This design comes from an exercise in tuning for small area, a short achievable clock period and few clock cycles per item on the open sky130 flow, not from production work. In this exercise RTL edits were held to simulation tests only and were not proved equivalent to the original. No activity file was given, so power comes from the tool's default toggle rates.

## flow/design.v (module list and top-level ports; edited modules follow where they fit)
// module poly1305_fold5: 25 lines
// module poly1305_reduce: 3274 lines
module poly1305_reduce
(
  input  logic           clk,
  input  logic           rst,
  input  logic           start,
  input  logic [P_W-1:0] P,
  output logic [H_W-1:0] H,
  output logic           ready,
  output logic           busy
);
  // ...
==> flow/flow/run.sh <==
#!/bin/bash
# Layout flow: the standard layout (standard.sh: ORFS with the standard flow's synthesis, config and
# constraints), except that the port buffers buffer_ports inserts are buf_1 cells instead of
# the cell it picks by default (clkdlybuf4s50_1, a slow delay cell). Every port still gets
# its buffer. The full output of the run is kept in standard_flow.log in this folder; ORFS
# keeps each step's own log under orfs/logs/.
set -euo pipefail
bash standard.sh "BUFFER_PORTS_ARGS=-buffer_cell sky130_fd_sc_hd__buf_1" finish > standard_flow.log 2>&1
==> flow/standard.sh <==
#!/bin/bash
# synth_recipe.tcl (not shown) runs the flow's synth.tcl, then flattens the netlist and writes it again
# the make line also repeats each setting of config.mk as NAME=value (left out here)
make -C /OpenROAD-flow-scripts/flow DESIGN_CONFIG=/design/flow/config.mk WORK_HOME=/design/flow/orfs CLKGATE_MAP_FILE= SYNTH_SCRIPT=/design/flow/synth_recipe.tcl "${@:-finish}"
==> flow/config.mk <==
export PLATFORM = sky130hd
export DESIGN_NAME = poly1305_reduce
export DESIGN_NICKNAME = poly1305_reduce
export VERILOG_FILES = /design/flow/design.v
export SDC_FILE = /design/flow/constraint.sdc
export NUM_CORES = 4
export LEC_CHECK = 0
export ABC_AREA = 1
export CAP_MARGIN = 20
export CORE_MARGIN = 2
export CORE_UTILIZATION = 40
export SETUP_SLACK_MARGIN = 2.5
export SLEW_MARGIN = 20
==> flow/constraint.sdc <==
create_clock -name core_clock -period 6.0 [get_ports {clk}]
set_input_delay 1.2000 -clock core_clock [delete_from_list [all_inputs] [get_ports {clk}]]
set_output_delay 1.2000 -clock core_clock [all_outputs]
set_load 0.01 [all_outputs]
==> results_dict.tcl, run 1 <==
set metrics [dict create \
    crit_cells 16 \
    drive_gt1_frac 0.219 \
    met1_length_mm 26.5 \
    die_width_um 211 \
    grt_max_degree 39 \
    use_met2 0.435 \
    drtIter0Drc 979 \
    pre_cts_slack_ns 1.25 \
    layout.area.seq_sq_um 2780 \
    wl_met2_mm 29.6 \
    cp-startpoint "s0[117]$_DFF_P_" \
    fin_crit_sh 0.668 \
    hold_viol 0 \
    syn_avg_cell_area_sq_um 6.82 \
    multi_input_area_sq_um 15000 \
    syn-cell-area_sq_um 17200 \
    ys_ff_latch 137 \
    grt_overflow 0 \
    fin_tns_setup_ns 0 \
    crit_required_ns 4.80 \
    postLayoutCoreUtil 0.554 \
    synth.area.top_cells "fa_1, dfxtp_1, nand2_1" \
    synth_xor_xnor_area_share 0.0424 \
    synth_flop_cell "dfxtp_1" \
    cts_root_buffer "clkbuf_16" \
    synth_top_area_share 0.173 \
    status "finished clean" \
    synthMuxAreaShare 0 \
    stdcell_area_sq_um 23400 \
    layout.non_clock_inverters 328 \
    drtAntennaViolNets 0 \
    cts_resized 267 \
]
Testbench counts, summed over its fixed seeds: cycles 1,600, items 1,600.
==> inputs of run 2 (changes only) <==
--- a/flow/config.mk
+++ b/flow/config.mk
@@ -11,3 +11,3 @@
 export CORE_UTILIZATION = 40
-export SETUP_SLACK_MARGIN = 2.5
+export SETUP_SLACK_MARGIN = 2
 export SLEW_MARGIN = 20
==> run 2 against run 1 <==
Sequential cell count stayed put. Final area is 5.0% lower. Via count shrank 1.9%. Total power down 4.5%. Synthesized area is the same. Non-clock buffer count decreased by 28. Still clean. Maximum frequency is 0.94% higher. Largest power group unchanged. Sequential power barely moved. Combinational power shrank 7.0%. Worst setup slack better by 0.037 ns. Critical path depth unchanged. First-iteration DRC count is 5.6% higher.
==> results_dict.tcl, run 2 <==
set metrics [dict create \
    gp_congestion 0.863 \
    largest-register "s0" \
    vias_per_cell 5.14 \
    antenna_found_initial 1 \
    grt_usage 0.250 \
    fin_crit_sh 0.662 \
    syn_nets 3067 \
    final_max_slew_viol_count 0 \
    period_needed_ns 3.97 \
    dr.pass1.iters 5 \
    yosys_warnings 1 \
    hold_class "input port to async pin" \
    cp_num_buf_inv 2 \
    grt_overflow 0 \
    route.detailed.drc 0 \
    worst_slew_pin_slew_ns 0.863 \
    hold_viol 0 \
    setup_viol 0 \
    cts_hold_buf 0 \
    vdd_drop_max_uv 214 \
    drive_gt1_frac 0.170 \
    critPathCaptureType "output port" \
    cp.arrival_ns 2.77 \
    drt_wl_total_mm 59.5 \
    async_flop_share 0.00730 \
    worst_slack_ns 2.03 \
    area_delta_synth_final_pct 29.4 \
    wl_per_cell_um 16.8 \
    die_width_um 211 \
    synth.area.top_cells "fa_1, dfxtp_1, nand2_1" \
    cts_root_buffer "clkbuf_16" \
    critPathMaxStageDelay_ns 0.38 \
    synth_top_area_cell "fa_1" \
    dp_hpwl_mm 38.8 \
    path_clk_slew_ns 0.07 \
    grt_max_degree 43 \
    tritoncts "done" \
    grt_pass1_wl_mm 88.2 \
    hold-worst-slack_ns 0.551 \
    crit_chain "nand2_1 > nor2_4 > nand2_4 > nor2_8 > nand3_4 > nand2_8 > nand2_2 > nand2_4 > nand2_8 > buf_16 > nand2_8 > nand2_1 > nand3_1 > nand2_1 > nor2_1 > buf_2" \
    fin_tns_setup_ns 0 \
    numCtsBuffers 17 \
    critPathTopFamily "simple AND/OR/NAND/NOR gates" \
    netlist_instances 2517 \
    syn_avg_cell_area_sq_um 6.82 \
    crit_required_ns 4.80 \
    stdcell_area_sq_um 22200 \
    synthTopCellsByCount "nand2_1, nor2_1, inv_1, nand3_1, a21oi_1" \
    max_freq_mhz 252 \
    io_pins 394 \
    relSlewSlack 0.425 \
    post_dp_cell_area_sq_um 19000 \
    first_global_vias 17300 \
    pre_cts_slack_ns 1.27 \
    synth_flop_cell "dfxtp_1" \
    cap_viol_max_count 0 \
    drtIter0Drc 1034 \
    crit_type "register to output port" \
    core_sq_um 42100 \
    top_regs "s0 x130, kb x4" \
    clk_path_buf_depth 2 \
    powerDensity_nw_per_um2 322 \
    mostFrequentLayoutCells "nand2_1, nor2_1, inv_1" \
    status "finished clean" \
    synth-edff-count 0 \
    mostFrequentLayoutCell "nand2_1" \
    syn-cell-area_sq_um 17200 \
    synth_cell_type_count 47 \
    vias 18200 \
    largest_reg_flops 130 \
    die_y_um 211 \
    ys_ff_latch 137 \
    cp-start-kind "register" \
    synth_most_common_cell "nand2_1" \
    cp_slowest_cell "dfxtp_1" \
    htree_levels 4 \
    path_max_fanout 9 \
    synth_top_area_share 0.173 \
    crit_cells 16 \
    dp.cells 3394 \
    yosysSeqAreaShare 0.160 \
    clkSinkCount 137 \
    rsz0062_at_grt "yes" \
    dieArea_sq_um 44600 \
    drtAntennaViolNets 0 \
    nNetsFinal 3534 \
    power.leakage_nw 10.7 \
    port-buffer-count 392 \
    initial_core_util 0.407 \
    finalNonFillerCells 3537 \
    row_count 75 \
]
## run 2: final cells by class
type / instances / area (sq um)
multi-input cells: 2021 / 14300
clock buffers: 19 / 433
diodes: 1 / 2.50
clock inverters: 13 / 124
repair inverters: 1 / 7.51
inverters: 327 / 1260
fillers: 4170 / 19900
well taps: 539 / 674
repair buffers: 479 / 2600
flip-flops and latches: 137 / 2780
## run 2: power breakdown
part	switching (W)	total [W]	internal [W]
clock network	0.000452	0.00103	0.000573
registers	0.000357	0.00172	0.00136
logic	0.00279	0.00440	0.00161
## run 2: worst paths after layout
kind | startpoint | slack [ns] | to
max in group asynchronous | rst | 5.36 | ready$_DFF_PP0_
min in group core_clock | start | 0.85 | ready$_DFF_PP0_
max | s0[38]$_DFF_P_ | 2.03 | H[123]
min | rst | 0.55 | ready$_DFF_PP0_
## run 2: routing by layer
metal / wire length [um] / vias to the layer above / track usage
met4: 1220 / 0 / 0.0707
met2: 28600 / 509 / 0.429
met5: 0 / - / 0
met1: 26200 / 8552 / 0.327
li1: - / 9040 / -
met3: 3440 / 68 / 0.0348
## run 2: stage by stage
stage	utilization	total power (W)
final	0.527	0.00714
after CTS	0.493	0.00677
after global placement	0.452	0.00516
after global routing	0.527	0.00771
after floorplan	-	0.00406
after detailed placement	0.452	0.00519
## run 2: repair_timing
item | CTS | global route
cloned | 25 | 12
resized for setup | 162 | 292
setup endpoints to repair | 130 | 130
pin swaps | 38 | 72
setup buffers | 40 | 33
## run 2: cells by family after synthesis
kind of cell             synth area share
AND/OR/NAND/NOR                     0.346
buffers and inverters              0.0924
adder cells (fa/ha/maj)             0.275
AO/OA/AOI/OAI                      0.0842
flip-flops                          0.160
XOR/XNOR                           0.0424
other                            0.000219
==> inputs of run 3 (changes only) <==
--- a/flow/config.mk
+++ b/flow/config.mk
@@ -11,3 +11,3 @@
 export CORE_UTILIZATION = 40
-export SETUP_SLACK_MARGIN = 2
+export SETUP_SLACK_MARGIN = 3
 export SLEW_MARGIN = 20
==> run 3 against run 2 <==
Largest power group unchanged. Final cell count is 2.3% higher. Largest cell class unchanged. Non-clock buffer count grew 96. Combinational power up 23%. Via count grew 2.6%. Highest routed layer unchanged. Hold slack worse by 0.0097 ns. Sequential cell count unchanged. Sequential share of layout area shrank 1.6 points. Utilization grew 7.7 points. Maximum frequency decreased by 1.4%. Clock power is 8% higher. Die area is the same. First-iteration DRC count shrank 9.6%.
==> results_dict.tcl, run 3 <==
set metrics [dict create \
    vias_per_cell 5.15 \
    worst_slack_ns 1.97 \
    die_width_um 211 \
    clkSinkCount 137 \
    yosysSeqAreaShare 0.160 \
    final_max_slew_viol_count 0 \
    dp_hpwl_mm 40.6 \
    critPathCaptureType "output port" \
    numCtsBuffers 17 \
    nNetsFinal 3615 \
    initial_core_util 0.407 \
    post_dp_cell_area_sq_um 20200 \
    grt_pass1_wl_mm 91.1 \
    mostFrequentLayoutCell "nand2_1" \
    clk_path_buf_depth 2 \
    relSlewSlack 0.601 \
    synth_most_common_cell "nand2_1" \
    synth.area.top_cells "fa_1, dfxtp_1, nand2_1" \
    cts_hold_buf 0 \
    vias 18600 \
    largest-register "s0" \
    mostFrequentLayoutCells "nand2_1, inv_1, buf_1" \
    period_needed_ns 4.03 \
    port-buffer-count 392 \
    cp-startpoint "s0[64]$_DFF_P_" \
    crit_chain "ha_1 > nand2_2 > nor2_4 > nand2_2 > nor2_4 > nand3_4 > nand2_8 > nand2_4 > nand2_4 > nand2_8 > nand2_8 > buf_12 > buf_12 > nand4_1 > a21oi_2 > buf_2" \
    drtAntennaViolNets 0 \
    top_regs "s0 x130, kb x4" \
    cp-start-kind "register" \
    path_max_fanout 5 \
    antenna_found_initial 2 \
    row_count 75 \
    powerDensity_nw_per_um2 324 \
    setup_viol 0 \
    cts_root_buffer "clkbuf_16" \
    route.detailed.drc 0 \
    grt_max_degree 39 \
    cap_viol_max_count 0 \
    synth-edff-count 0 \
    max_freq_mhz 248 \
    postLayoutCoreUtil 0.603 \
    hold_class "input port to async pin" \
    fin_tns_setup_ns 0 \
    path_common_cell "nand2_8" \
    crit_required_ns 4.80 \
    area_delta_synth_final_pct 48.2 \
    pre_cts_slack_ns 1.29 \
    synth_flop_cell "dfxtp_1" \
    tritoncts "done" \
    drive_gt1_frac 0.345 \
    core_sq_um 42100 \
    async_flop_share 0.00730 \
    critPathMaxStageDelay_ns 0.31 \
    path_clk_slew_ns 0.06 \
    synth_top_area_cell "fa_1" \
    syn_nets 3067 \
    synth_top_area_share 0.173 \
    netlist_instances 2517 \
    status "finished clean" \
    fin_crit_sh 0.671 \
    hold_viol 0 \
    synthTopCellsByCount "nand2_1, nor2_1, inv_1, nand3_1, a21oi_1" \
    ys_ff_latch 137 \
    yosys_warnings 1 \
    first_global_vias 18100 \
    die_y_um 211 \
    critPathCapture "H[20]" \
    drtIter0Drc 935 \
    vdd_drop_max_uv 228 \
    gp_congestion 0.895 \
    syn_avg_cell_area_sq_um 6.82 \
    crit_type "register to output port" \
    dr.pass1.iters 5 \
    cp_slowest_cell "ha_1" \
    htree_levels 4 \
    wl_per_cell_um 16.7 \
    stdcell_area_sq_um 25400 \
    dieArea_sq_um 44600 \
    grt_overflow 0 \
    rsz0062_at_grt "yes" \
    grt_usage 0.257 \
    synth_cell_type_count 47 \
    power.leakage_nw 11.9 \
    largest_reg_flops 130 \
    io_pins 394 \
    drt_wl_total_mm 60.4 \
    cp.arrival_ns 2.83 \
    syn-cell-area_sq_um 17200 \
    worst_slew_pin_slew_ns 0.595 \
]
run 3: cell type report:
type                       instances  area [sq um]
clock buffer                      20           457
antenna                            2          5.00
multi-input combinational       2005         16100
timing repair inverter             2          10.0
sequential                       137          2780
fill                            3772         16700
tap                              539           674
clock inverter                    11           148
timing repair buffer             575          4020
inverter                         327          1280
run 3: stage by stage:
stage | hold slack (ns) | std cells | power, W
finish | 0.541 | 3618 | 0.00825
detailed placement | 1.01 | 3397 | 0.00556
global placement | 1.01 | 3397 | 0.00552
global route | 0.522 | 3618 | 0.00885
floorplan | 0.929 | 2517 | 0.00447
CTS | 0.525 | 3544 | 0.00756
run 3: cells by family (layout without fill, tap and decap cells):
| group | count (synthesis) | in the layout | synth area share |
|---|---|---|---|
| buffers and inverters | 387 | 935 | 0.0924 |
| adder cells (fa/ha/maj) | 288 | 288 | 0.275 |
| AND/OR/NAND/NOR | 1363 | 1375 | 0.346 |
| AO/OA/AOI/OAI | 258 | 258 | 0.0842 |
| flip-flops | 137 | 137 | 0.160 |
| XOR/XNOR | 83 | 83 | 0.0424 |
| other | 1 | 3 | 0.000219 |
run 3: critical path, delay by kind of cell (launching register included):
family / cells / cell delay (ns)
simple gates: 11 / 1.10
flops: 1 / 0.30
buf+inv: 3 / 0.46
fa+ha+maj: 1 / 0.31
compound gates: 1 / 0.21
run 3: how the worst min path moves through the flow:
stage               start               to  slack (ns)  depth (start not counted)
finish                rst  ready$_DFF_PP0_        0.54                          2
floorplan             rst  ready$_DFF_PP0_        0.93                          1
detailed placement    rst  ready$_DFF_PP0_        1.01                          2
global route          rst  ready$_DFF_PP0_        0.52                          2
global placement      rst  ready$_DFF_PP0_        1.01                          2
CTS                   rst  ready$_DFF_PP0_        0.53                          2
run 3: metal layers:
metal | track usage | share of wire | vias up
met1 | 0.330 | 0.44 | 8808
met3 | 0.0443 | 0.050 | 87
met4 | 0.0682 | 0.025 | 0
met2 | 0.443 | 0.49 | 556
met5 | 0 | 0 | -
li1 | - | - | 9182
run 3: report_power, final:
| part | internal (W) | switching [W] | leakage, nW |
|---|---|---|---|
| combinational | 0.00231 | 0.00311 | 10.4 |
| sequential | 0.00136 | 0.000355 | 1.16 |
| clock | 0.000672 | 0.000442 | 0.284 |
run 3: what timing repair did:
item	in CTS	in global routing
cloned	24	8
resized for setup	359	402
hold endpoints to repair	0	0
endpoints found under the setup margin	209	219
pin swaps	96	180
setup buffers	92	64

==> separate check: timing with driven ports <==
The flow's constraints put no driver on any port. The routed layouts listed below were extracted and timed again, unchanged, in two steps. Step 1, drivers: a clkbuf_16 drives clk and a buf_2 each remaining input, both assumed. Step 2 times the ports against the registers' clock, not the clock port: input delays grow and output delays shrink by t, the midpoint of the rising clock arrivals with the driver on. Slacks: no drivers / after step 1 / after step 2; pairs: no drivers / after step 1.
| run | t (ns) | setup slack, ns | worst setup path at the end | worst data-port slew with drivers (ns) |
|---|---|---|---|---|
| run 1 | 0.485 | 1.993 / 1.940 / 2.199 | input to register | 0.06 |
| run 2 | 0.492 | 2.030 / 1.974 / 1.879 | input to register | 0.05 |
| run 3 | 0.503 | 1.972 / 1.917 / 2.336 | input to register | 0.08 |
After both steps every run listed still meets setup and hold. The setup slack of run 2, which loses most, moves by -0.056 ns with the drivers and by -0.151 ns with both steps.
